This design comes from an exercise in tuning for small area on the open sky130 flow, not from production work. In this exercise RTL edits were held to simulation tests only and were not proved equivalent to the original. Power is estimated from default activity; no workload was simulated.

## csr_file
module csr_file (
    input  logic        clk,
    input  logic        reset,
    input  logic        csr_valid,
    input  logic        csr_w_valid,
    input  logic [11:0] csr_ra,
    output logic [63:0] csr_rd,
    input  logic        wr_valid,
    input  logic [11:0] wr_addr,
    input  logic [63:0] wr_data,
    input  logic        commit_valid,
    input  logic        trap_valid,
    input  logic [63:0] trap_pc,
    input  logic [63:0] trap_cause,
    input  logic [63:0] trap_tval,
    input  logic        mret_valid,
    output logic        redirect_valid,
    output logic [63:0] redirect_pc
);
export LEC_CHECK = 0
export CAP_MARGIN = 10
export CORE_MARGIN = 2
export CORE_UTILIZATION = 60
export SLEW_MARGIN = 10
create_clock -name core_clock -period 7.0 [get_ports {clk}]
standard.sh (not shown) runs the stock make flow with config.mk's settings and CLKGATE_MAP_FILE= SYNTH_SCRIPT=/design/flow/synth_recipe.tcl, a recipe that flattens the netlist after the stock synthesis.
==> flow/flow/run.sh <==
#!/bin/bash
# Layout flow: the standard flow (standard.sh) with two changes:
#  - synthesis is the standard flow's script with ABC's mapping step run with an area-oriented
#    script (flow/abc_area.script); everything before ABC, including register
#    mapping and naming, is unchanged;
#  - port buffers are the smallest buffer (buf_1) rather than the resizer's pick.
# Every tool's output goes to the ORFS logs under orfs/logs, and make's to flow.log.
set -euo pipefail
W=$PWD
export AREA_ABC_SCRIPT=$W/flow/abc_area.script
export BUFFER_PORTS_ARGS="-buffer_cell sky130_fd_sc_hd__buf_1"
if [[ -f $W/flow/cts_args ]]; then export CTS_ARGS="$(cat $W/flow/cts_args)"; fi

{
  head -n 1 synth_recipe.tcl
  cat <<'EOT'
proc abc {args} {
  set i [lsearch -exact $args -script]
  if {$i >= 0} { set args [lreplace $args $i [expr {$i + 1}] -script $::env(AREA_ABC_SCRIPT)] }
  yosys abc {*}$args
}
EOT
  if [[ -f $W/flow/no_extract_fa ]]; then echo 'proc extract_fa {args} { }'; fi
  tail -n +2 synth_recipe.tcl
} > area_synth.tcl

sed "s#SYNTH_SCRIPT=[^ ]*#SYNTH_SCRIPT=$W/area_synth.tcl#" standard.sh > area_standard.sh
bash area_standard.sh > flow.log 2>&1
==> flow/flow/abc_area.script <==
&get -n
&st
&dch
&nf -R 1000 -p -C 32 -F 8 -A 8 -a
&put
==> flow/flow/cts_args <==
-sink_clustering_enable -repair_clock_nets -buf_list "sky130_fd_sc_hd__clkbuf_4 sky130_fd_sc_hd__clkbuf_8" -dont_use_dummy_load -sink_clustering_size 16 -sink_clustering_max_diameter 60
==> flow/flow/no_extract_fa <==
Rerun with:
--- a/flow/design.v
+++ b/flow/design.v
@@ -29,13 +29,13 @@
     localparam logic [11:0] A_MCYCLE   = 12'hB00;
     localparam logic [11:0] A_MINSTRET = 12'hB02;
     logic        st_mie, st_mpie;
     logic [1:0]  st_mpp;
     logic [63:2] mtvec, mepc;
     word_t       mie, mscratch, mcause, mtval, mip, mcycle, minstret;
-    logic        redir_trap, redir_mret;
+    logic        redir_trap;
     logic unused_w_valid;
     assign unused_w_valid = csr_w_valid;
     logic wr_en;
     assign wr_en = wr_valid & ~trap_valid & ~mret_valid;
     logic w_mstatus, w_mie, w_mtvec, w_mscratch, w_mepc, w_mcause, w_mtval, w_mip, w_mcycle, w_minstret;
     assign w_mstatus  = wr_en & (wr_addr == A_MSTATUS);
@@ -88,15 +88,14 @@
                     ({64{s_reg & r_mcycle}}   & mcycle)    |
                     ({64{s_reg & r_minstret}} & minstret)  |
                     (byp_mask & wr_data);
     always_ff @(posedge clk) begin
         redirect_valid <= ~reset & (trap_valid | mret_valid);
         redir_trap     <= trap_valid;
-        redir_mret     <= ~trap_valid;
     end
-    assign redirect_pc = ({64{redir_trap}} & {mtvec, 2'b00}) | ({64{redir_mret}} & {mepc, 2'b00});
+    assign redirect_pc = redir_trap ? {mtvec, 2'b00} : {mepc, 2'b00};
     logic nr;
     assign nr = ~reset;
     logic l_mie, l_mtvec, l_mscratch, l_mip, l_mepc, l_mcause, l_mtval, l_mcycle, l_minstret;
     logic h_mie, h_mtvec, h_mscratch, h_mip, h_mepc, h_mcause, h_mtval, h_mcycle, h_minstret;
     logic t_ld;
     assign l_mie      = w_mie      & nr;
Effect: Clock power stays flat. Count of clock-buffer cells in the layout is lower by 1. Routed wire length is lower by 0.34%. Combinational power is higher by about 1%. Sequential share of layout area is lower by 0.26 points. Synthesized area is higher by about 0.54%.

[what the ideal ports hide]
The flow's constraints put no driver on any port. The routed layouts listed below were extracted and timed again, unchanged, in two steps.
Step 1, drivers: a clkbuf_16 drives clk and a buf_2 each remaining input, both assumed.
Step 2 times the ports against the registers' clock, not the clock port: input delays grow and output delays shrink by t, the midpoint of the rising clock arrivals with the driver on.
Slacks: ideal ports / drivers / drivers and shift; pairs: ideal ports / drivers.
run	t, ns	setup WS [ns]	slew at the worst register clock pin (ns)
the first run	0.681	0.520 / 0.501 / 0.501	0.11 / 0.11
the second run	0.697	0.395 / 0.372 / 0.372	0.11 / 0.11
After both steps setup and hold are still met in every run listed. For the second run, which loses most, drivers alone change the setup slack by -0.023 ns; drivers and shift together by -0.023 ns.
